From an optimization exercise on the open Yosys and OpenROAD flow, aimed at small area, a short achievable clock period and few clock cycles; shortcuts taken in it are not production practice.
Where RTL was checked, it was by simulation tests only, not by an equivalence proof against the original.
Only the layout flow was run in runs 1 and 2; the RTL was not checked for function there.
Power is estimated from default activity; no workload was simulated.

$ cat design/flow/config.mk
export PLATFORM = sky130hd
export DESIGN_NAME = chip8_cpu
export DESIGN_NICKNAME = chip8_cpu
export VERILOG_FILES = /design/flow/design.v
export SDC_FILE = /design/flow/constraint.sdc
export NUM_CORES = 4
export LEC_CHECK = 0
export ABC_AREA = 1
export ABC_CLOCK_PERIOD_IN_PS = 3000
export CAP_MARGIN = 20
export CORE_MARGIN = 2
export CORE_UTILIZATION = 40
export SETUP_SLACK_MARGIN = 5
export SLEW_MARGIN = 20
$ cat design/flow/constraint.sdc
create_clock -name core_clock -period 10.0 [get_ports {clk}]
set_input_delay 2.0000 -clock core_clock [delete_from_list [all_inputs] [get_ports {clk}]]
set_output_delay 2.0000 -clock core_clock [all_outputs]
set_load 0.01 [all_outputs]
$ cat design/flow/design.v
`timescale 1ns/1ns
`default_nettype none
package chip8_bus_pkg;
  typedef logic [11:0] addr_t;
  typedef logic [7:0] data_t;
  localparam addr_t PROGRAM_START = 12'h200;
  localparam addr_t INSTR_BYTES = 12'd2;
endpackage
`default_nettype wire
`timescale 1ns/1ns
`default_nettype none
package chip8_isa_pkg;
  typedef logic [3:0] reg_idx_t;
  typedef struct packed {
    logic [3:0] op;
    reg_idx_t x;
    reg_idx_t y;
    logic [3:0] n;
  } nib_view_t;
  typedef struct packed {
    logic [3:0] op;
    reg_idx_t x;
    logic [7:0] kk;
  } imm_view_t;
  typedef struct packed {
    logic [3:0] op;
    logic [11:0] nnn;
  } addr_view_t;
  typedef union packed {
    nib_view_t nib;
    imm_view_t imm;
    addr_view_t addr;
  } opcode_t;
  localparam logic [3:0] OP_SYS = 4'h0;
  localparam logic [3:0] OP_JP = 4'h1;
  localparam logic [3:0] OP_CALL = 4'h2;
  localparam logic [3:0] OP_SE_IMM = 4'h3;
  localparam logic [3:0] OP_SNE_IMM = 4'h4;
  localparam logic [3:0] OP_SE_REG = 4'h5;
  localparam logic [3:0] OP_LD_IMM = 4'h6;
  localparam logic [3:0] OP_ADD_IMM = 4'h7;
  localparam logic [3:0] OP_ALU = 4'h8;
  localparam logic [3:0] OP_SNE_REG = 4'h9;
  localparam logic [3:0] OP_LD_I = 4'hA;
  localparam logic [3:0] OP_JP_V0 = 4'hB;
  localparam logic [3:0] OP_MISC = 4'hF;
  localparam logic [7:0] MISC_GET_DT = 8'h07;
  localparam logic [7:0] MISC_SET_DT = 8'h15;
  localparam logic [7:0] MISC_ADD_I = 8'h1E;
  localparam logic [7:0] MISC_BCD = 8'h33;
  localparam logic [7:0] MISC_STORE = 8'h55;
  localparam logic [7:0] MISC_LOAD = 8'h65;
  localparam logic [15:0] OPC_RET = 16'h00EE;
  localparam reg_idx_t FLAG_REG = 4'hF;
endpackage
`default_nettype wire
`timescale 1ns/1ns
`default_nettype none
module chip8_alu (
  input wire [3:0] op,
  input wire chip8_bus_pkg::data_t kk,
  input wire chip8_bus_pkg::data_t a,
  input wire chip8_bus_pkg::data_t b,
  input wire inv_a,
  input wire inv_b,
  input wire use_kk,
  input wire chip8_bus_pkg::data_t timer,
  output chip8_bus_pkg::data_t result,
  output logic wr,
  output logic flag,
  output logic flag_en,
  output logic skip
);
  logic [3:0] n;
  logic is_alu;
  chip8_bus_pkg::data_t p;
  chip8_bus_pkg::data_t q;
  logic [8:0] sum;
  logic eq_ab;
  logic eq_ak;
  assign n = kk[3:0];
  assign is_alu = (op == chip8_isa_pkg::OP_ALU);
  assign p = a ^ {8{inv_a}};
  assign q = (use_kk ? kk : b) ^ {8{inv_b}};
  assign sum = {1'b0, p} + {1'b0, q} + {8'd0, inv_a | inv_b};
  assign eq_ab = (a == b);
  assign eq_ak = (a == kk);
  always_comb begin
    result = a;
    flag = 1'b0;
    flag_en = 1'b0;
    case (n)
      4'h0: result = b;
      4'h1: result = a | b;
      4'h2: result = a & b;
      4'h3: result = a ^ b;
      4'h4: begin
        result = sum[7:0];
        flag = sum[8];
        flag_en = 1'b1;
      end
      4'h5: begin
        result = sum[7:0];
        flag = sum[8];
        flag_en = 1'b1;
      end
      4'h6: begin
        result = a >> 1;
        flag = a[0];
        flag_en = 1'b1;
      end
      4'h7: begin
        result = sum[7:0];
        flag = sum[8] & ~eq_ab;
        flag_en = 1'b1;
      end
      4'hE: begin
        result = a << 1;
        flag = a[7];
        flag_en = 1'b1;
      end
      default: ;
    endcase
    case (op)
      chip8_isa_pkg::OP_LD_IMM: result = kk;
      chip8_isa_pkg::OP_ADD_IMM: result = sum[7:0];
      chip8_isa_pkg::OP_MISC: result = timer;
      default: ;
    endcase
    flag_en = flag_en & is_alu;
  end
  always_comb begin
    wr = 1'b0;
    skip = 1'b0;
    case (op)
      chip8_isa_pkg::OP_SE_IMM: skip = eq_ak;
      chip8_isa_pkg::OP_SNE_IMM: skip = ~eq_ak;
      chip8_isa_pkg::OP_SE_REG: skip = (n == 4'h0) & eq_ab;
      chip8_isa_pkg::OP_SNE_REG: skip = (n == 4'h0) & ~eq_ab;
      chip8_isa_pkg::OP_LD_IMM: wr = 1'b1;
      chip8_isa_pkg::OP_ADD_IMM: wr = 1'b1;
      chip8_isa_pkg::OP_ALU: wr = 1'b1;
      chip8_isa_pkg::OP_MISC: wr = (kk == chip8_isa_pkg::MISC_GET_DT);
      default: ;
    endcase
  end
endmodule
`default_nettype wire
`timescale 1ns/1ns
`default_nettype none
module chip8_regfile (
  input wire clk,
  input wire reset,
  input wire chip8_isa_pkg::reg_idx_t rd_x_idx,
  input wire chip8_isa_pkg::reg_idx_t rd_y_idx,
  input wire wr_en,
  input wire chip8_isa_pkg::reg_idx_t wr_idx,
  input wire chip8_bus_pkg::data_t wr_data,
  input wire flag_wr_en,
  input wire flag_data,
  output chip8_bus_pkg::data_t rd_x_data,
  output chip8_bus_pkg::data_t rd_y_data,
  output chip8_bus_pkg::data_t v0_data
);
  chip8_bus_pkg::data_t regs [16];
  assign rd_x_data = regs[rd_x_idx];
  assign rd_y_data = regs[rd_y_idx];
  assign v0_data = regs[0];
  chip8_bus_pkg::data_t wd;
  logic fd;
  assign wd = wr_data & {8{~reset}};
  assign fd = flag_data & ~reset;
  always_ff @(posedge clk) begin
    for (int r = 0; r < 15; r++) begin
      if (reset || (wr_en && wr_idx == 4'(r))) regs[r] <= wd;
    end
    if (reset || flag_wr_en) regs[15] <= {7'd0, fd};
    else if (wr_en && wr_idx == 4'd15) regs[15] <= wd;
  end
endmodule
`default_nettype wire
`timescale 1ns/1ns
`default_nettype none
module chip8_call_stack #(
  parameter int STACK_DEPTH = 16
) (
  input wire clk,
  input wire reset,
  input wire push,
  input wire pop,
  input wire chip8_bus_pkg::addr_t push_addr,
  output chip8_bus_pkg::addr_t top
);
  localparam int IDX_W = $clog2(STACK_DEPTH);
  localparam logic [IDX_W:0] FULL_COUNT = (IDX_W + 1)'(STACK_DEPTH);
  chip8_bus_pkg::addr_t entries [STACK_DEPTH];
  logic [IDX_W:0] count;
  logic [IDX_W-1:0] top_idx;
  assign top_idx = count[IDX_W-1:0] - IDX_W'(1);
  assign top = entries[top_idx];
  always_ff @(posedge clk or posedge reset) begin
    if (reset) begin
      count <= '0;
    end else if (push) begin
      count <= count + 1'b1;
    end else if (pop) begin
      count <= count - 1'b1;
    end
  end
  always_ff @(posedge clk) begin
    if (push) entries[count[IDX_W-1:0]] <= push_addr;
  end
endmodule
`default_nettype wire
`timescale 1ns/1ns
`default_nettype none
module chip8_delay_timer #(
  parameter int TICK_DIV = 64
) (
  input wire clk,
  input wire reset,
  input wire load,
  input wire chip8_bus_pkg::data_t load_value,
  output chip8_bus_pkg::data_t value
);
  localparam int CNT_W = (TICK_DIV > 1) ? $clog2(TICK_DIV) : 1;
  localparam logic [CNT_W-1:0] LAST = CNT_W'(TICK_DIV - 1);
  logic [CNT_W-1:0] div_cnt;
  logic tick;
  assign tick = (div_cnt == LAST);
  always_ff @(posedge clk or posedge reset) begin
    if (reset) begin
      div_cnt <= '0;
      value <= '0;
    end else begin
      div_cnt <= tick ? '0 : div_cnt + 1'b1;
      if (load) begin
        value <= load_value;
      end else if (tick && value != '0) begin
        value <= value - 8'd1;
      end
    end
  end
endmodule
`default_nettype wire
`timescale 1ns/1ns
`default_nettype none
module chip8_control (
  input wire clk,
  input wire reset,
  input wire mem_req_ready,
  input wire mem_rsp_valid,
  input wire chip8_bus_pkg::data_t mem_rdata,
  input wire chip8_bus_pkg::data_t rd_x_data,
  input wire chip8_bus_pkg::data_t rd_y_data,
  input wire chip8_bus_pkg::data_t v0_data,
  input wire chip8_bus_pkg::addr_t stack_top,
  input wire chip8_bus_pkg::data_t timer_value,
  output logic mem_req_valid,
  output logic mem_req_write,
  output chip8_bus_pkg::addr_t mem_addr,
  output chip8_bus_pkg::data_t mem_wdata,
  output chip8_isa_pkg::reg_idx_t rd_x_idx,
  output chip8_isa_pkg::reg_idx_t rd_y_idx,
  output logic wr_en,
  output chip8_isa_pkg::reg_idx_t wr_idx,
  output chip8_bus_pkg::data_t wr_data,
  output logic flag_wr_en,
  output logic flag_data,
  output logic stack_push,
  output logic stack_pop,
  output chip8_bus_pkg::addr_t push_addr,
  output logic timer_load,
  output chip8_bus_pkg::data_t timer_load_value
);
  localparam logic [1:0] MK_STORE = 2'd0;
  localparam logic [1:0] MK_BCD = 2'd1;
  localparam logic [1:0] MK_LOAD = 2'd2;
  logic rq_v;
  logic rq_w;
  chip8_bus_pkg::addr_t rq_a;    
  chip8_bus_pkg::data_t rq_d;
  logic [1:0] ocnt;      
  logic [1:0] dcnt;      
  logic use_npc;         
  chip8_bus_pkg::addr_t npc;   
  logic half;            
  logic squash;          
  chip8_bus_pkg::data_t hi_q;
  logic hi_jp, hi_call, hi_00, hi_f;
  chip8_bus_pkg::data_t lo_q;
  logic ir_v;            
  chip8_bus_pkg::data_t opx;
  chip8_bus_pkg::data_t opy;
  chip8_isa_pkg::reg_idx_t xidx;
  chip8_bus_pkg::addr_t i_reg;
  logic m_iss;           
  logic [1:0] m_kind;
  logic [3:0] mcnt;      
  logic [3:0] mlast;
  logic l_act;           
  logic l_pend;          
  logic kept;            
  logic [3:0] lidx;
  logic inv_a, inv_b, use_kk;    
  logic [3:0] op;
  assign op = hi_q[7:4];
  chip8_bus_pkg::data_t e_data;
  logic e_wr, e_flag, e_flag_en, e_skip;
  chip8_alu chip8_alu_inst (
    .op, .kk(lo_q), .a(opx), .b(opy), .inv_a, .inv_b, .use_kk, .timer(timer_value),
    .result(e_data), .wr(e_wr), .flag(e_flag), .flag_en(e_flag_en), .skip(e_skip)
  );
  logic dzero, en_ib, en_hi, en_lo, en_lo_ok, en_ld;
  logic rsp, ib, hi_b, lo_b, lo_ok, ld_rsp;
  logic r_jc, r_ret, r_redir, r_mop;
  logic lo_mop, lo_store, lo_bcd, lo_load;
  logic e_redir, redirect;
  logic acc_rd, slot_free, stalled_rd, room;
  logic [1:0] ocnt_a;
  chip8_bus_pkg::addr_t tgt;
  chip8_bus_pkg::addr_t npc_inc;
  chip8_bus_pkg::addr_t bnnn_tgt;
  chip8_bus_pkg::addr_t a_seq;
  chip8_bus_pkg::addr_t a_base;
  chip8_bus_pkg::addr_t a_free;
  assign rsp = mem_rsp_valid;
  assign dzero = (dcnt == 2'd0);
  assign en_ib = dzero & ~l_act;
  assign en_hi = en_ib & ~half;
  assign en_lo = en_ib & half;
  assign en_lo_ok = en_lo & ~squash;
  assign en_ld = dzero & l_act;
  assign ib = rsp & en_ib;
  assign hi_b = rsp & en_hi;
  assign lo_b = rsp & en_lo;
  assign lo_ok = rsp & en_lo_ok;
  assign ld_rsp = rsp & en_ld;
  assign lo_store = (mem_rdata == chip8_isa_pkg::MISC_STORE);
  assign lo_bcd = (mem_rdata == chip8_isa_pkg::MISC_BCD);
  assign lo_load = (mem_rdata == chip8_isa_pkg::MISC_LOAD);
  assign lo_mop = lo_store | lo_bcd | lo_load;
  assign r_jc = lo_ok & (hi_jp | hi_call);
  assign r_ret = lo_ok & hi_00 & (mem_rdata == 8'hEE);
  assign r_redir = r_jc | r_ret;
  assign r_mop = lo_ok & hi_f & lo_mop;
  assign e_redir = ir_v & (op == chip8_isa_pkg::OP_JP_V0);
  assign redirect = r_redir | e_redir;
  assign acc_rd = rq_v & mem_req_ready & ~rq_w;
  assign slot_free = ~rq_v | mem_req_ready;
  assign stalled_rd = rq_v & ~mem_req_ready & ~rq_w;
  assign ocnt_a = ocnt + {1'b0, acc_rd} - {1'b0, rsp};
  assign room = (ocnt_a != 2'd2);
  assign npc_inc = npc + 12'd1;
  assign bnnn_tgt = {hi_q[3:0], lo_q} + chip8_bus_pkg::addr_t'(v0_data);
  always_comb begin
    if (r_ret) tgt = stack_top;
    else if (r_jc) tgt = {hi_q[3:0], mem_rdata};
    else tgt = bnnn_tgt;
  end
  assign push_addr = npc_inc;
  assign stack_push = lo_ok & hi_call;
  assign stack_pop = r_ret;
  assign rd_x_idx = (m_iss && m_kind == MK_STORE) ? mcnt : xidx;
  assign rd_y_idx = mem_rdata[7:4];
  assign timer_load_value = opx;
  assign timer_load = ir_v & (op == chip8_isa_pkg::OP_MISC) & (lo_q == chip8_isa_pkg::MISC_SET_DT);
  assign flag_wr_en = ir_v & e_flag_en;
  assign flag_data = e_flag;
  always_comb begin
    if (ld_rsp) begin
      wr_en = 1'b1;
      wr_idx = lidx;
      wr_data = mem_rdata;
    end else begin
      wr_en = ir_v & e_wr;
      wr_idx = hi_q[3:0];
      wr_data = e_data;
    end
  end
  logic [1:0] h_dig;
  logic [3:0] t_dig;
  logic [3:0] u_dig;
  chip8_bus_pkg::data_t bcd_d;
  assign h_dig = (rd_x_data >= 8'd200) ? 2'd2 : ((rd_x_data >= 8'd100) ? 2'd1 : 2'd0);
  assign t_dig = 4'((opx / 8'd10) % 8'd10);
  assign u_dig = 4'(opx % 8'd10);
  assign bcd_d = mcnt[1] ? 8'(u_dig) : (mcnt[0] ? 8'(t_dig) : 8'(h_dig));
  logic m_first;         
  logic s_go, c_go, f_go;
  logic [1:0] s_kind;
  logic [3:0] s_last;
  assign s_kind = lo_store ? MK_STORE : (lo_bcd ? MK_BCD : MK_LOAD);
  assign s_last = lo_bcd ? 4'd2 : hi_q[3:0];
  assign s_go = slot_free & (~lo_load | room);
  assign c_go = slot_free & m_iss & ((m_kind != MK_LOAD) | room);
  assign f_go = slot_free & ~m_iss & ~r_mop & ~kept & room;
  logic keep;
  logic [3:0] i_page_up;
  logic wr_near;
  assign i_page_up = i_reg[11:8] + 4'd1;
  assign wr_near = (npc_inc[11:8] == i_reg[11:8]) | (npc_inc[11:8] == i_page_up);
  assign keep = (ocnt_a == 2'd1) & ~stalled_rd & ~wr_near;
  assign a_seq = rq_v ? rq_a + 12'd1 : rq_a;
  always_comb begin
    if (m_iss) a_base = m_first ? i_reg : a_seq;
    else if (e_redir) a_base = bnnn_tgt;
    else if (use_npc) a_base = npc;
    else a_base = a_seq;
  end
  always_comb begin
    if (r_ret) a_free = stack_top;
    else if (r_jc) a_free = {hi_q[3:0], mem_rdata};
    else if (r_mop) a_free = i_reg;
    else a_free = a_base;
  end
  assign mem_req_valid = rq_v;
  assign mem_req_write = rq_w;
  assign mem_addr = rq_a;
  assign mem_wdata = rq_d;
  always_ff @(posedge clk) begin
    if (slot_free) begin
      rq_w <= r_mop ? ~lo_load : (m_iss & (m_kind != MK_LOAD));
      rq_a <= a_free;
      rq_d <= m_iss ? ((m_kind == MK_BCD) ? bcd_d : rd_x_data) : (mem_rdata[1] ? 8'(h_dig) : v0_data);
    end
    if (hi_b) begin
      hi_q <= mem_rdata;
      hi_jp <= (mem_rdata[7:4] == chip8_isa_pkg::OP_JP);
      hi_call <= (mem_rdata[7:4] == chip8_isa_pkg::OP_CALL);
      hi_00 <= (mem_rdata == 8'h00);
      hi_f <= (mem_rdata[7:4] == chip8_isa_pkg::OP_MISC);
      xidx <= mem_rdata[3:0];
    end
    lo_q <= mem_rdata;
    if (!(m_iss && m_kind == MK_BCD)) opx <= rd_x_data;
    opy <= rd_y_data;
    if (r_mop) mlast <= s_last;
    inv_a <= (op == chip8_isa_pkg::OP_ALU) && (mem_rdata[3:0] == 4'h7);
    inv_b <= (op == chip8_isa_pkg::OP_ALU) && (mem_rdata[3:0] == 4'h5);
    use_kk <= (op == chip8_isa_pkg::OP_ADD_IMM);
    if (!l_act) lidx <= '0;
    else if (ld_rsp) lidx <= lidx + 4'd1;
  end
  always_ff @(posedge clk or posedge reset) begin
    if (reset) begin
      rq_v <= 1'b0;
      ocnt <= '0;
      dcnt <= '0;
      kept <= 1'b0;
      l_pend <= 1'b0;
      use_npc <= 1'b1;
      npc <= chip8_bus_pkg::PROGRAM_START;
      half <= 1'b0;
      squash <= 1'b0;
      ir_v <= 1'b0;
      i_reg <= '0;
      m_iss <= 1'b0;
      m_first <= 1'b0;
      m_kind <= '0;
      mcnt <= '0;
      l_act <= 1'b0;
    end else begin
      ocnt <= ocnt_a;
      if (redirect) npc <= tgt;
      else if (ib) npc <= npc_inc;
      if (redirect || (r_mop && !keep)) dcnt <= ocnt_a + {1'b0, stalled_rd};
      else if (r_mop) dcnt <= 2'd0;
      else if (rsp && !dzero) dcnt <= dcnt - 2'd1;
      if (r_mop) kept <= keep;
      else if (rsp && dzero) kept <= 1'b0;
      if (redirect) half <= 1'b0;
      else if (ib) half <= ~half;
      ir_v <= lo_ok & ~r_redir & ~r_mop;
      if (lo_b) squash <= 1'b0;
      else if (ir_v && e_skip) squash <= 1'b1;
      if (ir_v) begin
        if (op == chip8_isa_pkg::OP_LD_I) i_reg <= {hi_q[3:0], lo_q};
        else if (op == chip8_isa_pkg::OP_MISC && lo_q == chip8_isa_pkg::MISC_ADD_I)
          i_reg <= i_reg + chip8_bus_pkg::addr_t'(opx);
      end
      if (r_mop) begin
        l_act <= lo_load & ~keep;
        l_pend <= lo_load & keep;
      end else if (rsp && dzero && kept) begin
        l_act <= l_pend;
        l_pend <= 1'b0;
      end else if (ld_rsp && lidx == mlast) begin
        l_act <= 1'b0;
      end
      if (slot_free) rq_v <= r_mop ? s_go : (m_iss ? c_go : (room & ~kept));
      if (r_mop) use_npc <= 1'b1;
      else if (redirect) use_npc <= ~slot_free;
      else if (f_go) use_npc <= 1'b0;
      if (r_mop) begin
        m_kind <= s_kind;
        m_first <= ~slot_free;
        if (s_go) begin
          m_iss <= (s_last != 4'd0);
          mcnt <= 4'd1;
        end else begin
          m_iss <= 1'b1;
          mcnt <= 4'd0;
        end
      end else begin
        if (slot_free) m_first <= 1'b0;
        if (c_go) begin
          m_iss <= (mcnt != mlast);
          mcnt <= mcnt + 4'd1;
        end
      end
    end
  end
endmodule
`default_nettype wire
`timescale 1ns/1ns
`default_nettype none
module chip8_cpu #(
  parameter int TICK_DIV = 64,
  parameter int STACK_DEPTH = 16
) (
  input wire clk,
  input wire reset,
  input wire mem_req_ready,
  input wire mem_rsp_valid,
  input wire chip8_bus_pkg::data_t mem_rdata,
  output logic mem_req_valid,
  output logic mem_req_write,
  output chip8_bus_pkg::addr_t mem_addr,
  output chip8_bus_pkg::data_t mem_wdata
);
  chip8_isa_pkg::reg_idx_t rd_x_idx;
  chip8_isa_pkg::reg_idx_t rd_y_idx;
  chip8_isa_pkg::reg_idx_t wr_idx;
  chip8_bus_pkg::data_t rd_x_data;
  chip8_bus_pkg::data_t rd_y_data;
  chip8_bus_pkg::data_t v0_data;
  chip8_bus_pkg::data_t wr_data;
  chip8_bus_pkg::data_t timer_value;
  chip8_bus_pkg::data_t timer_load_value;
  chip8_bus_pkg::addr_t stack_top;
  chip8_bus_pkg::addr_t push_addr;
  logic wr_en;
  logic flag_wr_en;
  logic flag_data;
  logic stack_push;
  logic stack_pop;
  logic timer_load;
  chip8_control chip8_control_inst (
    .clk, .reset,
    .mem_req_ready, .mem_rsp_valid, .mem_rdata,
    .rd_x_data, .rd_y_data, .v0_data,
    .stack_top, .timer_value,
    .mem_req_valid, .mem_req_write, .mem_addr, .mem_wdata,
    .rd_x_idx, .rd_y_idx,
    .wr_en, .wr_idx, .wr_data, .flag_wr_en, .flag_data,
    .stack_push, .stack_pop, .push_addr,
    .timer_load, .timer_load_value
  );
  chip8_regfile chip8_regfile_inst (
    .clk, .reset, .rd_x_idx, .rd_y_idx,
    .wr_en, .wr_idx, .wr_data, .flag_wr_en, .flag_data,
    .rd_x_data, .rd_y_data, .v0_data
  );
  chip8_call_stack #(.STACK_DEPTH(STACK_DEPTH)) chip8_call_stack_inst (
    .clk, .reset, .push(stack_push), .pop(stack_pop), .push_addr, .top(stack_top)
  );
  chip8_delay_timer #(.TICK_DIV(TICK_DIV)) chip8_delay_timer_inst (
    .clk, .reset, .load(timer_load), .load_value(timer_load_value), .value(timer_value)
  );
endmodule
`default_nettype wire
$ cat design/flow/flow/run.sh
#!/bin/bash
# the standard layout, with its timing repair aiming for a larger setup margin,
# plain buffers on the ports and cell sizing not held to the same footprint
set -euo pipefail
bash standard.sh SETUP_SLACK_MARGIN=6.8 MATCH_CELL_FOOTPRINT=0 "BUFFER_PORTS_ARGS=-buffer_cell sky130_fd_sc_hd__buf_4" finish > standard.log 2>&1
$ cat design/flow/standard.sh
#!/bin/bash
# synth_recipe.tcl (not shown) runs the flow's synth.tcl, then flattens the netlist and writes it again
# the make line also repeats each setting of config.mk as NAME=value (left out here)
make -C /OpenROAD-flow-scripts/flow DESIGN_CONFIG=/design/flow/config.mk WORK_HOME=/design/flow/orfs CLKGATE_MAP_FILE= SYNTH_SCRIPT=/design/flow/synth_recipe.tcl "${@:-finish}"
==> metrics.yaml, run 1 <==
min_path:
  min_to: "chip8_delay_timer_inst.div_cnt[0]"
  hp-class: "register to register"
  hp-start: "chip8_delay_timer_inst.div_cnt[0]"
  whs_path_depth: 1
critical_path:
  startpoint_type: "input pin"
  cp_max_fo: 7
  crit_buf_inv: 8
  cp_top_family: "buffers and inverters"
  r2r-start: "chip8_control_inst.opx[4]"
  r2r_end: "chip8_regfile_inst.regs[11][7]"
  cp_slowest_stage_delay_ns: 0.21
  cp.arrival_ns: 3.98
  slowest_stage: "buf_4"
  endpoint_kind: "register"
  regToRegSetupSlack_ns: 6.61
  cp.required_ns: 10.55
  reg2reg_depth: 16
  path_cells: "buf_12, inv_4, nor2_4, clkinv_4, nor2_4, inv_2, nor2_4, inv_2, o211ai_1, buf_4, nand3_4, buf_4, buf_6, o21ai_4, nand2_1, o21ai_0, nand2_1, o21ai_1"
  crit_type: "input pin to register"
  crit_top_cell: "nor2_4"
synthesis:
  synth_area_leaders: "edfxtp_1 46%, nand2_1 7.2%, dfrtp_1 6.4%"
  synth_edf_count: 358
  synthArstFlopShare_pct: 13.8
  ys_seq_area_share_pct: 54.8
  ys_ff_latch: 450
  synth.largest_area_cell: "edfxtp_1"
  yosys-top-cells-count: "449 x nand2_1, 358 x edfxtp_1, 304 x nor2_1"
  ys.flop_type: "edfxtp_1"
  synthCells: 2485
  ys_warn_count: 6
  yosysMostFrequentCell: "nand2_1"
  synth_top_area_share_pct: 45.7
  synth_nets: 2563
  synth.distinct_cells: 63
  postSynthAreaPerCell_um2: 9.47
  synth_area_um2: 23500
placed_design:
  numPortBuffers: 33
  hpwl_um: 58700
  dp_cells: 3224
  place.gp.congestion: 1.01
routing:
  firstDrtPassIters: 5
  antenna_left: 0
  drtIter0Drc: 2095
  drc: 0
  avgRoutedWirePerCell_um: 24.7
  vias: 20721
  via_per_inst: 5.82
  drt-total-wl_um: 88000
floorplanning:
  die_h_um: 247
  dieArea_um2: 60800
  core_area_um2: 57900
  start_util_pct: 40.6
  fp.dieW_um: 247
  rows: 88
  ios: 34
final_layout:
  fin_nets: 2830
  syn2layout_area_growth_pct: 31.7
  ff_latch_area_um2: 12900
  largest_reg_flops: 192
  drive_gt1_share_pct: 27.2
  antennaDiodeCount: 0
  multi_input_area_um2: 11400
  fill_cells: 5092
  finalNonFillerCells: 3558
power_and_ir_drop:
  power_density_nw_per_um2: 299
  p_seq_share_pct: 28.9
  p_sw_share_pct: 43.8
  p_clk_share_pct: 19.6
  max-vdd-ir-drop_mv: 0.220
  p_int_uw: 5200
  p_leak_uw: 0.0120
  p_comb_share_pct: 51.5
  switching_power_uw: 4060
timing:
  worst_pin_slew_ns: 0.832
  hold_ws_ns: 0.466
  finalSetupTns_ns: 0
  hold_violations: 0
  fmax_mhz: 291
  rsz0062_at_grt: "true"
  relSlewSlack_pct: 44.5
  final.min_clock_period_ns: 3.43
  finalSetupViolCount: 0
  clock_skew_ns: 0.0392
  final_max_slew_viol_count: 0
  fin_crit_sh_pct: 34.3
status:
  status: "no timing/DRC/antenna violations"
grt:
  track_usage_pct: 28.1
  grt_max_degree: 97
  first_global_vias: 19612
  grt_overflow: 0
  antenna_found_initial: 1
  grt_pass1_wl_um: 127000
clocking:
  clockBufferDepth: 3
  h-tree-depth: 2
  clk_latency_ns: 0.63
  worst_setup_hold_path_clk_slew_ns: 0.06
  cts.sinks: 450
  root_buffer: "clkbuf_16"
  cts_hold_buf: 0
  cts_made_buffers: 50
  tritoncts: "yes"
job:
  cap_viol_max_count: 0
==> worst max-delay path by stage <==
stage	start	end	slack, ns	cells past startpoint
3_3_place_gp	mem_rdata[6]	chip8_control_inst.m_iss	5.15	15
6_report	mem_rdata[5]	chip8_control_inst.dcnt[1]	6.57	18
4_1_cts	chip8_control_inst.use_kk	chip8_regfile_inst.regs[2][6]	6.65	19
3_5_place_dp	mem_rdata[6]	chip8_control_inst.m_iss	5.01	15
2_1_floorplan	mem_rdata[6]	chip8_control_inst.rq_a[1]	6.25	12
5_1_grt	mem_rdata[7]	chip8_control_inst.rq_a[11]	6.49	15
==> layer usage <==
layer | GRT usage (%) | wire [um] | vias to the layer above
met3 | 3.33 | 6160 | 195
met4 | 11.0 | 4000 | 2
met5 | 0 | 16 | -
met1 | 37.4 | 36100 | 10302
met2 | 46.8 | 41700 | 902
li1 | - | - | 9320
==> placed cells by master (no fill, tap or decap), types with 21 or more instances in the layout <==
cell       count
inv_2         39
nand3_1       64
buf_12        45
a21oi_1       74
nand2_1      401
o32ai_1       36
o21ai_1       42
edfxtp_1     358
nor2_1       241
buf_6         39
dfrtp_1       57
buf_4        197
o21ai_4       28
nor2_4        44
inv_1        197
o22ai_1       22
nand4_1       33
nand2_2       32
o211ai_1      45
nor2_2        21
xor2_1        56
o21ai_0      161
clkbuf_16     53
nand2_4       26
ha_1          54
==> through the flow <==
step / setup WS (ns) / utilization, % / total power, uW / instance area (um2)
after CTS: 6.65 / 50.5 / 8710 / 29300
after floorplan: 6.25 / - / 4980 / 24200
after global routing: 6.49 / 53.5 / 9690 / 31000
after global placement: 5.15 / 43.5 / 6190 / 25200
after detailed placement: 5.01 / 43.5 / 6250 / 25200
final: 6.57 / 53.5 / 9270 / 31000
==> kinds of logic after synthesis <==
| group | synth area share (%) |
|---|---|
| AOI/OAI and AO/OA | 15.4 |
| xor gates and xnor gates | 3.05 |
| adders and majority gates | 3.67 |
| buffers and inverters | 5.68 |
| DFF | 54.8 |
| muxes | 0.595 |
| and+or+nand+nor | 16.8 |
==> power groups by stage <==
stage / logic (uW) / clock network, uW / registers (uW)
global placement: 3400 / 0 / 2790
CTS: 4210 / 1830 / 2670
floorplan: 2350 / 0 / 2620
global route: 5090 / 1900 / 2690
finish: 4770 / 1810 / 2680
detailed placement: 3460 / 0 / 2790
==> cell type report <==
type	count	share of cell area [%]
clock inverters	35	0.985
repair inverters	3	0.0767
repair buffers	288	9.57
well taps	765	3.09
multi-input cells	1689	36.6
inverters	270	3.76
clock buffers	58	4.13
flip-flops and latches	450	41.7
==> timing repair <==
action	4_1_cts	5_1_grt
setup endpoints to repair	512	369
cloned	6	1
setup buffers	148	86
gates resized for setup	268	224
pin swaps	85	130
==> run 2, diff against run 1 <==
==> design/flow/flow/run.sh (replaced) <==
#!/bin/bash
# the standard layout, with its timing repair aiming for a larger setup margin,
# plain buffers on the ports, cell sizing not held to the same footprint and
# larger clock tree clusters
set -euo pipefail
bash standard.sh SETUP_SLACK_MARGIN=6.5 MATCH_CELL_FOOTPRINT=0 "BUFFER_PORTS_ARGS=-buffer_cell sky130_fd_sc_hd__buf_4" \
  CTS_CLUSTER_SIZE=30 "CTS_BUF_LIST=sky130_fd_sc_hd__clkbuf_8 sky130_fd_sc_hd__clkbuf_4" finish > standard.log 2>&1
--- a/design/flow/config.mk
+++ b/design/flow/config.mk
@@ -5,7 +5,6 @@
 export SDC_FILE = /design/flow/constraint.sdc
 export NUM_CORES = 4
 export LEC_CHECK = 0
-export ABC_AREA = 1
 export ABC_CLOCK_PERIOD_IN_PS = 3000
 export CAP_MARGIN = 20
 export CORE_MARGIN = 2
==> run 2 against run 1 <==
  * Setup slack lost 0.13 ns
  * Non-clock buffer count shrank 132
  * Clock power is essentially flat
  * Maximum frequency shrank 3.6%
  * Largest power group unchanged
==> metrics.yaml, run 2 <==
timing:
  hold_ws_ns: 0.485
  final.min_clock_period_ns: 3.56
  finalSetupTns_ns: 0
  hold_violations: 0
  fmax_mhz: 281
  fin_crit_sh_pct: 35.6
  clock_skew_ns: 0.0378
  relSlewSlack_pct: 32.7
  worst_pin_slew_ns: 1.01
  final_max_slew_viol_count: 0
  rsz0062_at_grt: "true"
  finalSetupViolCount: 0
critical_path:
  crit_buf_inv: 3
  cp_top_family: "compound AO/OA/AOI/OAI gates"
  cp.arrival_ns: 3.99
  startpoint_type: "register"
  endpoint_kind: "register"
  cp.required_ns: 10.42
  cp_max_fo: 6
  path_cells: "or3b_4, buf_12, mux2_4, a222oi_1, nand2_1, nor4_4, buf_4, inv_1, o311a_4, o31ai_4, o221ai_2"
  cp_slowest_stage_delay_ns: 0.50
  crit_type: "register to register"
  slowest_stage: "or3b_4"
power_and_ir_drop:
  switching_power_uw: 3440
  power_density_nw_per_um2: 280
  p_int_uw: 4950
  max-vdd-ir-drop_mv: 0.194
  p_seq_share_pct: 33.4
  p_leak_uw: 0.0107
  p_clk_share_pct: 21.3
  p_sw_share_pct: 41.0
  p_comb_share_pct: 45.3
min_path:
  hp-class: "register to register"
grt:
  track_usage_pct: 27.1
  first_global_vias: 19292
  antenna_found_initial: 4
  grtUsageMet1_pct: 37.4
  use_met2_pct: 41.9
  grt_overflow: 0
  grt_max_degree: 52
  grt_most_used_layer: "met2"
  grt_pass1_wl_um: 128000
  grtUsageMet3_pct: 4.20
routing:
  firstDrtPassIters: 7
  avgRoutedWirePerCell_um: 27.3
  via_per_inst: 6.19
  drc: 0
  drt-total-wl_um: 88200
  drtIter0Drc: 2538
  vias: 20034
  antenna_left: 0
synthesis:
  synthXorXnorAreaFrac_pct: 4.09
  ys.flop_type: "edfxtp_1"
  ys_seq_area_share_pct: 51.5
  synth.largest_area_cell: "edfxtp_1"
  synth_edf_count: 358
  ys_ff_latch: 450
  yosys.area_share.simple_pct: 13.1
  synth_area_leaders: "edfxtp_1 43%, dfrtp_1 6.0%, mux4_2 5.5%"
  synth.distinct_cells: 97
  muxShareOfSynthArea_pct: 9.74
  synthCells: 2238
  synth_top_area_share_pct: 42.9
  yosys-top-cells-count: "358 x edfxtp_1, 177 x nand2_1, 155 x o21ai_0"
  synth_top_family_by_area: "compound AO/OA/AOI/OAI gates"
  yosysMostFrequentCell: "edfxtp_1"
  synth-compound-area-share_pct: 14.4
  synth_area_um2: 25100
  ys_warn_count: 6
  synthAdderAreaFrac_pct: 3.48
  synthArstFlopShare_pct: 13.8
  postSynthAreaPerCell_um2: 11.2
  synth_nets: 2316
status:
  status: "no timing/DRC/antenna violations"
final_layout:
  largest_reg_flops: 192
  layout_commonest_cell: "edfxtp_1"
  syn2layout_area_growth_pct: 19.4
  fill_cells: 5512
  drive_gt1_share_pct: 23.2
  multi_input_area_um2: 12400
  finalNonFillerCells: 3235
  fin_nets: 2411
  layout_common_cells: "358 x edfxtp_1, 169 x nand2_1, 128 x nor2_1"
  ff_latch_area_um2: 12900
floorplanning:
  start_util_pct: 40.6
  rows: 91
  ios: 34
  core_area_um2: 61800
  dieArea_um2: 64700
  die_h_um: 254
  fp.dieW_um: 254
clocking:
  tritoncts: "yes"
  cts_hold_buf: 0
  cts.sinks: 450
  root_buffer: "clkbuf_8"
  clockBufferDepth: 3
  worst_setup_hold_path_clk_slew_ns: 0.06
  h-tree-depth: 3
  cts_made_buffers: 80
  clk_latency_ns: 0.71
placed_design:
  numPortBuffers: 33
  dp_cells: 3007
  hpwl_um: 60600
  place.gp.congestion: 0.986
job:
  cap_viol_max_count: 0
==> run 2: repair_timing <==
action / in CTS / in global routing
cloned: 1 / 2
buffers inserted: 47 / 31
resized for setup: 94 / 60
pin swaps: 27 / 18
endpoints found under the setup margin: 448 / 212
==> run 2: layout make-up <==
cell class                      count  share of cell area (%)
Inverter                           92                    1.25
Antenna cell                        2                  0.0167
Multi-Input combinational cell   1553                    41.3
Timing Repair Buffer              156                    5.22
Clock inverter                     46                    1.29
Tap cell                          837                    3.50
Clock buffer                       99                    4.26
Sequential cell                   450                    43.2
==> run 2: cell families after synthesis <==
family / after synthesis
adder cells (fa/ha/maj): 67
AO/OA/AOI/OAI: 549
multiplexers: 161
XOR/XNOR: 117
flip-flops: 450
AND/OR/NAND/NOR: 659
buffers and inverters: 235
==> run 2: power groups by stage <==
stage	sequential (uW)	combinational, uW	clock (uW)
6_report	2800	3800	1780
2_1_floorplan	2670	2380	0
3_3_place_gp	2830	3390	0
5_1_grt	2830	4060	1900
3_5_place_dp	2830	3420	0
4_1_cts	2800	3590	1810
==> run 2: worst register-to-register path, cell delays in order, from the launching register on <==
cell	delay [ns]
dfrtp_2	0.43
or3b_4	0.50
buf_12	0.20
mux2_4	0.36
a222oi_1	0.45
nand2_1	0.16
nor4_4	0.26
buf_4	0.19
inv_1	0.09
o311a_4	0.33
o31ai_4	0.20
o221ai_2	0.12
==> run 2: final timing paths <==
| check | from | end | slack, ns | cells after the start |
|---|---|---|---|---|
| worst max register to register | chip8_control_inst.m_kind[1] | chip8_control_inst.rq_d[1] | 6.44 | 11 |
| max in group asynchronous | reset | chip8_control_inst.m_first | 7.47 | 3 |
| min in group asynchronous | reset | chip8_call_stack_inst.count[2] | 1.57 | 2 |
| worst min-delay path | chip8_delay_timer_inst.div_cnt[5] | chip8_delay_timer_inst.div_cnt[5] | 0.49 | 1 |
| worst max-delay path | chip8_control_inst.m_kind[1] | chip8_control_inst.rq_d[1] | 6.44 | 11 |
| worst min register to register | chip8_delay_timer_inst.div_cnt[5] | chip8_delay_timer_inst.div_cnt[5] | 0.49 | 1 |
==> run 2: stage by stage <==
stage | setup WS, ns | total power (uW) | area (um2) | utilization, %
3_3_place_gp | 5.00 | 6220 | 26800 | 43.3
6_report | 6.44 | 8390 | 29900 | 48.4
2_1_floorplan | 6.16 | 5050 | 25800 | -
4_1_cts | 6.41 | 8200 | 29400 | 47.5
5_1_grt | 6.45 | 8780 | 29900 | 48.4
3_5_place_dp | 4.93 | 6250 | 26800 | 43.3
==> run 2: per-layer routing <==
metal | wire [um] | part of all wire [%]
met5 | 0 | 0
met4 | 4550 | 5.2
met2 | 39900 | 45
met1 | 36900 | 42
met3 | 6850 | 7.8
==> run 3, diff against run 2 <==
--- a/design/flow/design.v
+++ b/design/flow/design.v
@@ -295,6 +295,7 @@
   chip8_isa_pkg::reg_idx_t xidx;
   chip8_bus_pkg::addr_t i_reg;
   logic m_iss;           
+  logic st_q;            
   logic [1:0] m_kind;
   logic [3:0] mcnt;      
   logic [3:0] mlast;
@@ -361,7 +362,7 @@
   assign push_addr = npc_inc;
   assign stack_push = lo_ok & hi_call;
   assign stack_pop = r_ret;
-  assign rd_x_idx = (m_iss && m_kind == MK_STORE) ? mcnt : xidx;
+  assign rd_x_idx = st_q ? mcnt : xidx;
   assign rd_y_idx = mem_rdata[7:4];
   assign timer_load_value = opx;
   assign timer_load = ir_v & (op == chip8_isa_pkg::OP_MISC) & (lo_q == chip8_isa_pkg::MISC_SET_DT);
@@ -456,6 +457,7 @@
       ir_v <= 1'b0;
       i_reg <= '0;
       m_iss <= 1'b0;
+      st_q <= 1'b0;
       m_first <= 1'b0;
       m_kind <= '0;
       mcnt <= '0;
@@ -497,15 +499,18 @@
         m_first <= ~slot_free;
         if (s_go) begin
           m_iss <= (s_last != 4'd0);
+          st_q <= lo_store & (s_last != 4'd0);
           mcnt <= 4'd1;
         end else begin
           m_iss <= 1'b1;
+          st_q <= lo_store;
           mcnt <= 4'd0;
         end
       end else begin
         if (slot_free) m_first <= 1'b0;
         if (c_go) begin
           m_iss <= (mcnt != mlast);
+          st_q <= st_q & (mcnt != mlast);
           mcnt <= mcnt + 4'd1;
         end
       end
==> design/flow/flow/run.sh (replaced) <==
#!/bin/bash
# the standard layout, with its timing repair aiming for a larger setup margin,
# plain buffers on the ports and cell sizing not held to the same footprint
set -euo pipefail
bash standard.sh SETUP_SLACK_MARGIN=6.2 MATCH_CELL_FOOTPRINT=0 "BUFFER_PORTS_ARGS=-buffer_cell sky130_fd_sc_hd__buf_4" finish > standard.log 2>&1
--- a/design/flow/config.mk
+++ b/design/flow/config.mk
@@ -5,6 +5,7 @@
 export SDC_FILE = /design/flow/constraint.sdc
 export NUM_CORES = 4
 export LEC_CHECK = 0
+export ABC_AREA = 1
 export ABC_CLOCK_PERIOD_IN_PS = 3000
 export CAP_MARGIN = 20
 export CORE_MARGIN = 2
==> run 3 against run 2 <==
  * First-iteration DRC count decreased by 23%
  * Clock skew down 0.017 ns
  * Cell area is 8.6% lower
  * Via count down 3.2%
  * Die area decreased by 5.7%
  * Hold slack got worse by 0.025 ns
  * Flip-flop and latch count rose by 1
  * Clock power rose by 8%
  * Sequential power down 5%
  * Critical path depth increased by 6
  * Area after synthesis fell by 5.8%
  * Critical path type unchanged
  * Critical endpoint is now chip8_control_inst.rq_d[0]
==> metrics.yaml, run 3 <==
status:
  status: "no timing/DRC/antenna violations"
floorplanning:
  dieArea_um2: 61000
  die_h_um: 247
  ios: 34
  core_area_um2: 58700
  start_util_pct: 40.3
  fp.dieW_um: 247
  rows: 89
critical_path:
  cp.required_ns: 10.43
  slowest_stage: "edfxtp_1"
  r2r_end: "chip8_control_inst.rq_d[0]"
  startpoint_type: "register"
  crit_type: "register to register"
  cp_slowest_stage_delay_ns: 0.58
  cp_top_family: "simple AND/OR/NAND/NOR gates"
  cp_max_fo: 8
  crit_buf_inv: 3
  reg2reg_depth: 17
  cp.arrival_ns: 4.20
  path_cells: "o21ai_1, nor2_1, inv_1, nor2_2, nand2_1, nand4_1, nor3_1, o211ai_1, inv_2, nand2_1, o211ai_1, nand2_1, inv_1, nand3_1, nand3_1, o211ai_1, o21ai_1"
  r2r-start: "chip8_control_inst.xidx[2]"
  endpoint_kind: "register"
  regToRegSetupSlack_ns: 6.23
clocking:
  clockBufferDepth: 3
  cts.sinks: 451
  cts_made_buffers: 49
  clk_latency_ns: 0.61
  cts_hold_buf: 0
  tritoncts: "yes"
  worst_setup_hold_path_clk_slew_ns: 0.06
  root_buffer: "clkbuf_16"
  h-tree-depth: 2
grt:
  first_global_vias: 18227
  grt_overflow: 0
  antenna_found_initial: 2
  grt_pass1_wl_um: 115000
  grt_max_degree: 97
  track_usage_pct: 25.2
timing:
  fin_crit_sh_pct: 37.7
  finalSetupViolCount: 0
  final_max_slew_viol_count: 0
  worst_pin_slew_ns: 1.09
  relSlewSlack_pct: 27.1
  fmax_mhz: 266
  clock_skew_ns: 0.0204
  hold_ws_ns: 0.461
  rsz0062_at_grt: "true"
  hold_violations: 0
  finalSetupTns_ns: 0
  final.min_clock_period_ns: 3.77
synthesis:
  synth_top_area_share_pct: 45.5
  synth_nets: 2574
  synth_area_leaders: "edfxtp_1 46%, nand2_1 7.4%, dfrtp_1 6.5%"
  ys.flop_type: "edfxtp_1"
  synthArstFlopShare_pct: 14.0
  ys_warn_count: 6
  synth_area_um2: 23600
  ys_ff_latch: 451
  yosysMostFrequentCell: "nand2_1"
  ys_seq_area_share_pct: 54.7
  postSynthAreaPerCell_um2: 9.47
  synth.largest_area_cell: "edfxtp_1"
  synth_edf_count: 358
  synth.distinct_cells: 65
  synthCells: 2496
  yosys-top-cells-count: "467 x nand2_1, 358 x edfxtp_1, 303 x nor2_1"
placed_design:
  place.gp.congestion: 0.950
  hpwl_um: 55000
  dp_cells: 3264
  numPortBuffers: 33
routing:
  avgRoutedWirePerCell_um: 22.9
  drt-total-wl_um: 77600
  drc: 0
  vias: 19394
  via_per_inst: 5.72
  drtIter0Drc: 1956
  firstDrtPassIters: 5
  antenna_left: 0
min_path:
  hp-class: "register to register"
  whs_path_depth: 1
  min_to: "chip8_delay_timer_inst.div_cnt[0]"
  hp-start: "chip8_delay_timer_inst.div_cnt[0]"
final_layout:
  fin_nets: 2658
  largest_reg_flops: 192
  finalNonFillerCells: 3393
  final_core_utilization_pct: 46.6
  fill_cells: 5501
  drive_gt1_share_pct: 12.3
  layout_commonest_cell: "nand2_1"
  syn2layout_area_growth_pct: 15.9
  layout_common_cells: "464 x nand2_1, 358 x edfxtp_1, 283 x nor2_1"
power_and_ir_drop:
  power_density_nw_per_um2: 270
  max-vdd-ir-drop_mv: 0.213
  p_leak_uw: 0.0106
job:
  cap_viol_max_count: 0
## run 3: cell count changes after synthesis, moves of 51 or more
cell and delta:
inv_1 +166, mux2i_1 -55, mux4_2 -61, nand2_1 +290
nor2_1 +154, o21ai_0 +64, xnor2_1 -51
## run 3: per-layer routing
metal	part of all wire, %	vias up	GRT usage (%)
li1	-	8967	-
met1	42	9527	33.5
met2	48	758	41.8
met3	6.5	142	3.28
met4	3.7	0	9.71
met5	0	-	0
## run 3: how the worst max path moves through the flow
stage / startpoint / endpoint / slack (ns) / cells past startpoint
after floorplan: mem_rdata[5] / chip8_control_inst.npc[1] / 6.14 / 17
after global placement: mem_rdata[5] / chip8_control_inst.npc[7] / 4.52 / 17
after detailed placement: mem_rdata[5] / chip8_control_inst.npc[7] / 4.32 / 17
after CTS: mem_rsp_valid / chip8_regfile_inst.regs[7][0] / 6.12 / 8
after global routing: chip8_control_inst.lo_q[1] / chip8_control_inst.rq_a[10] / 6.09 / 16
final: chip8_control_inst.xidx[2] / chip8_control_inst.rq_d[0] / 6.23 / 17
## run 3: logic make-up (layout without fill, tap and decap cells)
logic type      after synthesis  count (layout)  share of synthesized area (%)
simple gates                969             969                           17.3
flops                       451             451                           54.7
mux                          14              14                          0.593
other cells                   0               1                              0
xor+xnor                     85              85                           3.15
compound gates              558             558                           14.8
fa+ha+maj                    66              66                           3.65
buf+inv                     353             476                           5.75
## run 3: metrics by stage
stage	area, um2	power (uW)	setup WS, ns
floorplan	23700	4360	6.14
global placement	24900	5330	4.52
detailed placement	24900	5370	4.32
CTS	27100	7340	6.12
global route	27400	7770	6.09
finish	27400	7390	6.23
## run 3: timing repair
action                                  4_1_cts  5_1_grt
endpoints found under the setup margin      219      214
endpoints found under the hold margin         0        0
buffers inserted                             10       24
pin swaps                                     3       11
gates cloned                                  4        0
resized for setup                            68       26
## run 3: final cells by class
cell class | count | area [um2] | share of cell area [%]
Sequential cell | 451 | 12900 | 47.3
Multi-Input combinational cell | 1692 | 9760 | 35.7
Clock buffer | 60 | 1320 | 4.81
Inverter | 276 | 1070 | 3.92
Tap cell | 773 | 967 | 3.53
Timing Repair Buffer | 106 | 891 | 3.25
Clock inverter | 30 | 397 | 1.45
Timing Repair inverter | 4 | 25.0 | 0.0914
Antenna cell | 1 | 2.50 | 0.00914
## run 3: power breakdown
group	internal, uW	leakage [uW]	switching, uW
Clock	1150	0.000833	785
Combinational	872	0.00529	1920
Sequential	2420	0.00449	243
Total	4440	0.0106	2950
Testbench counts of run 3, summed over its fixed seeds: cycles 560,864.
==> run 4, diff against run 3 <==
==> design/flow/flow/run.sh (replaced) <==
#!/bin/bash
# the standard layout, with its timing repair aiming for a larger setup margin,
# plain buffers on the ports and cell sizing not held to the same footprint
set -euo pipefail
bash standard.sh SETUP_SLACK_MARGIN=6.5 MATCH_CELL_FOOTPRINT=0 "BUFFER_PORTS_ARGS=-buffer_cell sky130_fd_sc_hd__buf_4" finish > standard.log 2>&1
--- a/design/flow/config.mk
+++ b/design/flow/config.mk
@@ -9,6 +9,6 @@
 export ABC_CLOCK_PERIOD_IN_PS = 3000
 export CAP_MARGIN = 20
 export CORE_MARGIN = 2
-export CORE_UTILIZATION = 40
+export CORE_UTILIZATION = 55
 export SETUP_SLACK_MARGIN = 5
 export SLEW_MARGIN = 20
==> run 4 against run 3 <==
  * Cell area is 1.1% higher
  * Count of clock-buffer cells in the layout rose by 4
  * Hold slack improved by 0.039 ns
  * Register-to-register slack better by 0.33 ns
  * Wire length decreased by 2.7%
  * Clock skew about the same
  * Sequential power about the same
  * Setup slack gained 0.20 ns
  * Combinational power rose by 3%
  * Critical path type is now input pin to register
  * Power fell by 2.0%
  * Synthesized cell count is the same
==> metrics.yaml, run 4 <==
status:
  status: "no timing/DRC/antenna violations"
floorplanning:
  fp.dieW_um: 211
  ios: 34
  rows: 75
  dieArea_um2: 44600
  die_h_um: 211
  core_area_um2: 42100
  start_util_pct: 56.1
final_layout:
  syn2layout_area_growth_pct: 17.1
  postLayoutCellArea_um2: 27700
  drive_gt1_share_pct: 16.0
  largest_reg_flops: 192
  antennaDiodeCount: 0
  layout_common_cells: "453 x nand2_1, 358 x edfxtp_1, 255 x nor2_1"
  layout_commonest_cell: "nand2_1"
  fin_nets: 2666
clocking:
  tritoncts: "yes"
  cts.sinks: 451
  h-tree-depth: 2
  cts_made_buffers: 47
  root_buffer: "clkbuf_16"
  worst_setup_hold_path_clk_slew_ns: 0.06
  clk_latency_ns: 0.61
  cts_hold_buf: 0
  clockBufferDepth: 3
power_and_ir_drop:
  power_uw: 7240
  p_leak_uw: 0.0107
  max-vdd-ir-drop_mv: 0.191
  power_density_nw_per_um2: 262
routing:
  firstDrtPassIters: 7
  antenna_left: 0
  drc: 0
  drtIter0Drc: 1939
  drt-total-wl_um: 75400
  avgRoutedWirePerCell_um: 23.8
  vias: 19818
  via_per_inst: 6.26
timing:
  fmax_mhz: 280
  hold_violations: 0
  fin_crit_sh_pct: 35.7
  final_max_slew_viol_count: 0
  relSlewSlack_pct: 24.9
  clock_skew_ns: 0.0205
  final.min_clock_period_ns: 3.57
  rsz0062_at_grt: "true"
  finalSetupViolCount: 0
  worst_pin_slew_ns: 1.13
  finalSetupTns_ns: 0
synthesis:
  synth_edf_count: 358
  synth_area_leaders: "edfxtp_1 46%, nand2_1 7.4%, dfrtp_1 6.5%"
  ys_warn_count: 6
  synth_top_area_share_pct: 45.5
  synthCells: 2496
  synthArstFlopShare_pct: 14.0
  synth_area_um2: 23600
  yosys-top-cells-count: "467 x nand2_1, 358 x edfxtp_1, 303 x nor2_1"
  postSynthAreaPerCell_um2: 9.47
  synth.distinct_cells: 65
  ys.flop_type: "edfxtp_1"
  ys_ff_latch: 451
  synth.largest_area_cell: "edfxtp_1"
  yosysMostFrequentCell: "nand2_1"
  ys_seq_area_share_pct: 54.7
  synth_nets: 2574
critical_path:
  cp.required_ns: 10.24
  r2r_end: "chip8_regfile_inst.regs[0][1]"
  regToRegSetupSlack_ns: 6.56
  r2r-start: "chip8_control_inst.opx[0]"
  reg2reg_depth: 9
  cp.arrival_ns: 3.81
  cp_max_fo: 12
  endpoint_kind: "register"
  crit_type: "input pin to register"
  startpoint_type: "input pin"
grt:
  grt_pass1_wl_um: 112000
  antenna_found_initial: 1
  grt_max_degree: 100
  first_global_vias: 18722
  grt_overflow: 0
  track_usage_pct: 33.8
min_path:
  min_to: "chip8_delay_timer_inst.div_cnt[5]"
  hp-start: "chip8_delay_timer_inst.div_cnt[5]"
  whs_path_depth: 1
  hp-class: "register to register"
placed_design:
  place_area_um2: 25000
  numPortBuffers: 33
  hpwl_um: 53300
  place.gp.congestion: 0.975
job:
  cap_viol_max_count: 0
## run 4: cell families after synthesis
family | after synthesis | share of synthesized area (%)
simple gates | 969 | 17.3
compound gates | 558 | 14.8
flops | 451 | 54.7
buf+inv | 353 | 5.75
xor+xnor | 85 | 3.15
fa+ha+maj | 66 | 3.65
mux | 14 | 0.593
## run 4: worst max-delay path, stage by stage
cell,delay [ns]
buf_4,0.14
nand2_8,0.10
nor2_4,0.16
buf_4,0.25
nand2_1,0.12
o21ai_2,0.23
nand3_2,0.28
o21ai_2,0.51
## run 4: how the worst max path moves through the flow
stage	endpoint	startpoint
floorplan	chip8_call_stack_inst.count[3]	mem_rsp_valid
global placement	chip8_control_inst.npc[7]	mem_rdata[5]
detailed placement	chip8_control_inst.npc[8]	mem_rdata[5]
CTS	chip8_control_inst.npc[2]	mem_rsp_valid
global route	chip8_regfile_inst.regs[6][0]	mem_rsp_valid
finish	chip8_regfile_inst.regs[6][5]	mem_rsp_valid
## run 4: area by class of cell
class / instances / area, um2
Fill cell: 3395 / 14500
Sequential cell: 451 / 12900
Multi-Input combinational cell: 1693 / 10300
Clock buffer: 64 / 1280
Timing Repair Buffer: 118 / 1130
Inverter: 276 / 1120
Tap cell: 539 / 674
Clock inverter: 24 / 214
Timing Repair inverter: 1 / 5.00
## run 4: timing repair
| action | in CTS | in global routing |
|---|---|---|
| pin swaps | 18 | 26 |
| endpoints found under the setup margin | 409 | 242 |
| setup buffers | 31 | 36 |
| gates cloned | 1 | 1 |
| resized for setup | 62 | 75 |
## run 4: metrics by stage
stage                     hold WS [ns]  worst slack, ns  utilization (%)  instances
after global routing             0.523             6.38             65.7       3166
after CTS                        0.499             6.43             64.2       3129
after floorplan                  0.429             6.29                -       2496
final                            0.500             6.43             65.7       3166
after detailed placement         0.487             5.22             59.3       3009
after global placement           0.469             5.30             59.3       3009
## run 4: layer usage
metal | up-vias | GRT usage, % | wire length [um]
li1 | 8970 | - | -
met3 | 252 | 5.96 | 6370
met4 | 2 | 15.1 | 3790
met2 | 950 | 55.6 | 35700
met5 | - | 0 | 11
met1 | 9644 | 43.9 | 29500
## run 4: where the power goes
part	switching, uW	internal [uW]
Sequential	226	2420
Clock	762	957
Combinational	1940	937
==> run 5, diff against run 4 <==
--- a/design/flow/config.mk
+++ b/design/flow/config.mk
@@ -9,6 +9,6 @@
 export ABC_CLOCK_PERIOD_IN_PS = 3000
 export CAP_MARGIN = 20
 export CORE_MARGIN = 2
-export CORE_UTILIZATION = 55
+export CORE_UTILIZATION = 65
 export SETUP_SLACK_MARGIN = 5
 export SLEW_MARGIN = 20
==> run 5 against run 4 <==
  * Wire length is 2.6% higher
  * Critical path depth increased by 2
  * Synthesized cell count is the same
  * Via count up 3.9%
  * Die area shrank 15%
  * Critical endpoint is now chip8_regfile_inst.regs[1][3]
  * Power up 1.8%
  * Cell count down 2.7%
==> metrics.yaml, run 5 <==
status:
  status: "no timing/DRC/antenna violations"
grt:
  grt_pass1_wl_um: 114000
  track_usage_pct: 39.8
  first_global_vias: 19453
  grt_max_degree: 97
  grt_overflow: 0
  antenna_found_initial: 0
timing:
  hold_ws_ns: 0.473
  fmax_mhz: 287
  clock_skew_ns: 0.0413
  hold_violations: 0
  final.min_clock_period_ns: 3.49
  worst_pin_slew_ns: 0.893
  finalSetupViolCount: 0
  fin_crit_sh_pct: 34.9
  relSlewSlack_pct: 39.8
  rsz0062_at_grt: "true"
  setup_ws_ns: 6.51
  final_max_slew_viol_count: 0
  finalSetupTns_ns: 0
power_and_ir_drop:
  power_density_nw_per_um2: 267
  max-vdd-ir-drop_mv: 0.205
  p_leak_uw: 0.0107
  power_uw: 7370
synthesis:
  synthArstFlopShare_pct: 14.0
  yosysMostFrequentCell: "nand2_1"
  yosys-top-cells-count: "467 x nand2_1, 358 x edfxtp_1, 303 x nor2_1"
  postSynthAreaPerCell_um2: 9.47
  synth_top_area_share_pct: 45.5
  synth.distinct_cells: 65
  ys_ff_latch: 451
  ys_seq_area_share_pct: 54.7
  synth.largest_area_cell: "edfxtp_1"
  synth_area_um2: 23600
  ys_warn_count: 6
  synthCells: 2496
  synth_area_leaders: "edfxtp_1 46%, nand2_1 7.4%, dfrtp_1 6.5%"
  synth_edf_count: 358
  synth_nets: 2574
  ys.flop_type: "edfxtp_1"
routing:
  vias: 20598
  drtIter0Drc: 2880
  drc: 0
  via_per_inst: 6.68
  drt-total-wl_um: 77400
  antenna_left: 0
  avgRoutedWirePerCell_um: 25.1
  firstDrtPassIters: 8
critical_path:
  endpoint_kind: "register"
  cp.required_ns: 10.37
  cp_max_fo: 9
  startpoint_type: "input pin"
  cp.arrival_ns: 3.86
  crit_type: "input pin to register"
floorplanning:
  start_util_pct: 66.3
  rows: 69
  ios: 34
  core_area_um2: 35700
  dieArea_um2: 37900
  fp.dieW_um: 195
  die_h_um: 195
final_layout:
  largest_reg_flops: 192
  antennaDiodeCount: 0
  finalNonFillerCells: 3082
  fin_nets: 2664
  syn2layout_area_growth_pct: 16.7
  layout_commonest_cell: "nand2_1"
  layout_common_cells: "453 x nand2_1, 358 x edfxtp_1, 261 x nor2_1"
  drive_gt1_share_pct: 16.1
clocking:
  h-tree-depth: 2
  root_buffer: "clkbuf_16"
  cts_made_buffers: 45
  clk_latency_ns: 0.62
  cts.sinks: 451
  tritoncts: "yes"
  clockBufferDepth: 3
  worst_setup_hold_path_clk_slew_ns: 0.06
job:
  cap_viol_max_count: 0
placed_design:
  hpwl_um: 51500
  place.gp.congestion: 1.00
  dp_slack_ns: 5.26
  dp_cells: 2925
  numPortBuffers: 33
min_path:
  hp-class: "register to register"
-- run 5: stage by stage --
stage | instance area, um2 | utilization (%)
global route | 27600 | 77.3
global placement | 24800 | 69.7
detailed placement | 24900 | 69.8
CTS | 26800 | 75.2
floorplan | 24300 | -
finish | 27600 | 77.3
-- run 5: worst paths after layout --
| path | from | to | slack [ns] | cells past startpoint |
|---|---|---|---|---|
| setup / recovery | mem_rsp_valid | chip8_regfile_inst.regs[1][3] | 6.51 | 10 |
| max in group asynchronous | reset | chip8_control_inst.use_npc | 7.66 | 3 |
| hold / removal | chip8_delay_timer_inst.div_cnt[0] | chip8_delay_timer_inst.div_cnt[0] | 0.47 | 1 |
| hold reg to reg | chip8_delay_timer_inst.div_cnt[0] | chip8_delay_timer_inst.div_cnt[0] | 0.47 | 1 |
| setup reg to reg | chip8_control_inst.xidx[1] | chip8_control_inst.rq_d[0] | 6.54 | 16 |
| min in group asynchronous | reset | chip8_delay_timer_inst.value[3] | 1.47 | 2 |
-- run 5: cell type report --
| cell class | instances | area, um2 |
|---|---|---|
| Tap cell | 461 | 577 |
| Fill cell | 2370 | 8090 |
| Clock buffer | 55 | 1170 |
| Clock inverter | 27 | 304 |
| Timing Repair inverter | 3 | 18.8 |
| Multi-Input combinational cell | 1693 | 10400 |
| Sequential cell | 451 | 13000 |
| Inverter | 276 | 1110 |
| Timing Repair Buffer | 116 | 1060 |
-- run 5: metal layers --
| layer | share of wire [%] | GRT usage, % |
|---|---|---|
| met4 | 5.7 | 17.5 |
| met2 | 47 | 66.4 |
| met5 | 0 | 0 |
| met3 | 12 | 8.40 |
| met1 | 35 | 50.6 |
-- run 5: logic make-up (layout without fill, tap and decap cells) --
kind of cell               count (synthesis)  after routing  synth area share, %
buffers and inverters                    353            477                 5.75
adders and majority gates                 66             66                 3.65
muxes                                     14             14                0.593
DFF                                      451            451                 54.7
and+or+nand+nor                          969            969                 17.3
xor gates and xnor gates                  85             85                 3.15
AOI/OAI and AO/OA                        558            559                 14.8
-- run 5: power breakdown --
part / internal, uW / switching [uW]
clock network: 951 / 770
logic: 964 / 2020
registers: 2420 / 241
-- run 5: critical path, cell delays in order --
cell	delay [ns]
buf_4	0.15
nand2_8	0.12
nor2_4	0.06
buf_4	0.17
buf_4	0.19
a21oi_4	0.34
inv_1	0.19
nand2_1	0.33
o21ai_4	0.11
buf_12	0.18
-- run 5: repair_timing --
item / 4_1_cts / 5_1_grt
hold endpoints to repair: 0 / 0
cloned: 3 / 2
hold buffers: 0 / 0
setup endpoints to repair: 353 / 311
buffers inserted: 26 / 44
gates resized for setup: 69 / 76
pin swaps: 12 / 26
==> run 6, diff against run 5 <==
--- a/design/flow/config.mk
+++ b/design/flow/config.mk
@@ -9,6 +9,7 @@
 export ABC_CLOCK_PERIOD_IN_PS = 3000
 export CAP_MARGIN = 20
 export CORE_MARGIN = 2
-export CORE_UTILIZATION = 65
+export CORE_UTILIZATION = 40
 export SETUP_SLACK_MARGIN = 5
 export SLEW_MARGIN = 20
+export TNS_END_PERCENT = 5
==> run 6 against run 5 <==
  * Global-route usage shrank 14 points
  * Critical path depth shrank 1
  * Cell area grew 0.51%
  * Power grew 1.4%
  * Hold slack lost 0.0024 ns
  * Flip-flop and latch count is the same
  * Combinational power shrank 3%
  * Still clean on timing, DRC and antenna
  * First-iteration DRC count shrank 24%
  * Count of clock-buffer cells in the layout grew 11
  * Sequential power is essentially flat
  * Sequential share of layout area shrank 0.29 points
  * Critical path type unchanged
  * Wire length grew 3.0%
==> metrics.yaml, run 6 <==
timing:
  fin_crit_sh_pct: 37.3
  worst_pin_slew_ns: 0.916
  final_max_slew_viol_count: 0
  hold_violations: 0
  finalSetupTns_ns: 0
  relSlewSlack_pct: 38.8
  fmax_mhz: 268
  setup_ws_ns: 6.27
  hold_ws_ns: 0.471
  clock_skew_ns: 0.0452
  finalSetupViolCount: 0
  final.min_clock_period_ns: 3.73
  rsz0062_at_grt: "true"
power_and_ir_drop:
  max-vdd-ir-drop_mv: 0.195
  p_leak_uw: 0.0107
  power_density_nw_per_um2: 270
floorplanning:
  rows: 89
  die_h_um: 247
  start_util_pct: 40.3
  ios: 34
  core_area_um2: 58700
  fp.dieW_um: 247
  dieArea_um2: 61000
clocking:
  root_buffer: "clkbuf_16"
  h-tree-depth: 2
  tritoncts: "yes"
  clockBufferDepth: 3
  cts_made_buffers: 50
  cts.sinks: 451
  worst_setup_hold_path_clk_slew_ns: 0.06
  cts_hold_buf: 0
  clk_latency_ns: 0.63
synthesis:
  synth.distinct_cells: 65
  postSynthAreaPerCell_um2: 9.47
  ys.flop_type: "edfxtp_1"
  yosys-top-cells-count: "467 x nand2_1, 358 x edfxtp_1, 303 x nor2_1"
  synth.largest_area_cell: "edfxtp_1"
  synthCells: 2496
  yosysMostFrequentCell: "nand2_1"
  synth_nets: 2574
  ys_warn_count: 6
  synth_top_area_share_pct: 45.5
  synth_area_leaders: "edfxtp_1 46%, nand2_1 7.4%, dfrtp_1 6.5%"
  ys_ff_latch: 451
  ys_seq_area_share_pct: 54.7
  synth_area_um2: 23600
  synth_edf_count: 358
  synthArstFlopShare_pct: 14.0
routing:
  drc: 0
  firstDrtPassIters: 8
  vias: 19625
  drtIter0Drc: 2199
  via_per_inst: 5.78
  avgRoutedWirePerCell_um: 23.5
  antenna_left: 0
  drt-total-wl_um: 79700
critical_path:
  endpoint_kind: "register"
  cp_max_fo: 8
  crit_type: "input pin to register"
  regToRegSetupSlack_ns: 6.32
  cp.arrival_ns: 4.10
  startpoint_type: "input pin"
  r2r_end: "chip8_control_inst.rq_d[0]"
  reg2reg_depth: 18
  cp.required_ns: 10.37
  r2r-start: "chip8_control_inst.hi_q[3]"
min_path:
  min_to: "chip8_delay_timer_inst.div_cnt[0]"
  hp-class: "register to register"
  hp-start: "chip8_delay_timer_inst.div_cnt[0]"
  whs_path_depth: 1
placed_design:
  dp_cells: 3248
  numPortBuffers: 33
  place_area_um2: 25000
  place.gp.congestion: 0.989
  hpwl_um: 56500
  dp_slack_ns: 5.00
grt:
  grt_max_degree: 97
  antenna_found_initial: 2
  track_usage_pct: 26.1
  grt_overflow: 0
  grt_pass1_wl_um: 119000
  first_global_vias: 18796
final_layout:
  antennaDiodeCount: 0
  fin_nets: 2661
  largest_reg_flops: 192
  layout_common_cells: "460 x nand2_1, 358 x edfxtp_1, 264 x nor2_1"
  drive_gt1_share_pct: 13.8
  layout_commonest_cell: "nand2_1"
  finalNonFillerCells: 3395
  postLayoutCellArea_um2: 27700
  syn2layout_area_growth_pct: 17.3
job:
  cap_viol_max_count: 0
status:
  status: "no timing/DRC/antenna violations"
-- run 6: cell counts after synthesis --
Identical to the previous run, type by type.
-- run 6: where the power goes --
part	switching [uW]	internal, uW	leakage [uW]	total (uW)
logic	1950	933	0.00535	2890
clock network	804	1120	0.000821	1920
registers	242	2420	0.00449	2660
-- run 6: cells by family (layout without fill, tap and decap cells) --
logic type,Yosys count,count (layout),share of synthesized area (%)
AND/OR/NAND/NOR,969,970,17.3
AO/OA/AOI/OAI,558,558,14.8
adder cells (fa/ha/maj),66,66,3.65
multiplexers,14,14,0.593
buffers and inverters,353,478,5.75
XOR/XNOR,85,85,3.15
flip-flops,451,451,54.7
-- run 6: repair_timing --
item,4_1_cts,5_1_grt
resized for setup,89,41
pin swaps,9,7
setup endpoints to repair,492,489
gates cloned,4,0
setup buffers,28,24
-- run 6: cell type report --
cell class | count | area, um2
fill | 5454 | 31000
inverter | 276 | 1090
tap | 773 | 967
multi-input combinational | 1693 | 10000
clock buffer | 66 | 1340
timing repair buffer | 109 | 965
timing repair inverter | 2 | 12.5
clock inverter | 25 | 374
sequential | 451 | 12900
-- run 6: how the worst max path moves through the flow --
| stage | cells after the start | startpoint | slack (ns) | to |
|---|---|---|---|---|
| floorplan | 14 | mem_rsp_valid | 6.27 | chip8_call_stack_inst.count[3] |
| global placement | 15 | mem_rdata[4] | 5.15 | chip8_control_inst.rq_a[7] |
| detailed placement | 9 | mem_rsp_valid | 5.00 | chip8_regfile_inst.regs[9][4] |
| CTS | 19 | chip8_control_inst.opy[1] | 6.30 | chip8_regfile_inst.regs[13][7] |
| global route | 18 | chip8_control_inst.hi_q[3] | 6.27 | chip8_control_inst.rq_d[0] |
| finish | 9 | mem_rdata[4] | 6.27 | chip8_control_inst.opy[4] |
-- run 6: metrics by stage --
stage / total power [uW] / util (%)
final: 7470 / 47.2
after floorplan: 4380 / -
after CTS: 7420 / 46.6
after global placement: 5330 / 42.5
after detailed placement: 5380 / 42.5
after global routing: 7850 / 47.2
-- run 6: critical path, cell delays in order --
cell and delay (ns):
buf_4 0.15, inv_1 0.07, nor2_1 0.04, inv_1 0.17, nor2_1 0.22, nand2_1 0.11
nand4_1 0.11, a2111oi_1 0.81, o211ai_1 0.41
-- run 6: per-layer routing --
layer	GRT usage, %	wire length (um)
met4	8.17	2540
met3	4.28	6440
met2	41.9	36800
met1	36.0	34000
met5	0	13

[afterwards: timing with drivers on the ports]
In the flow no input, the clock included, has a driving cell. The finished layouts below were timed again as built, in two steps.
Step 1 sets driving cells, clkbuf_16 on the clock port and buf_2 on the other inputs (assumed; they add their load-dependent delay and slew).
Step 2, shift: input delay + t, output delay - t, t = (earliest + latest rising clock arrival at the registers) / 2. This alone moves slack from input paths to output paths.
a / b / c = ideal ports / drivers / drivers and shift; a / b = the first two.
run | t, ns | slack for setup (ns)
run 1 | 0.673 | 6.567 / 6.564 / 5.891
run 2 | 0.748 | 6.438 / 6.438 / 5.758
run 3 | 0.665 | 6.234 / 6.234 / 5.628
run 4 | 0.651 | 6.432 / 6.464 / 5.814
run 5 | 0.660 | 6.513 / 6.537 / 5.882
run 6 | 0.663 | 6.270 / 6.300 / 5.638
After both steps setup and hold are still met in every run listed.
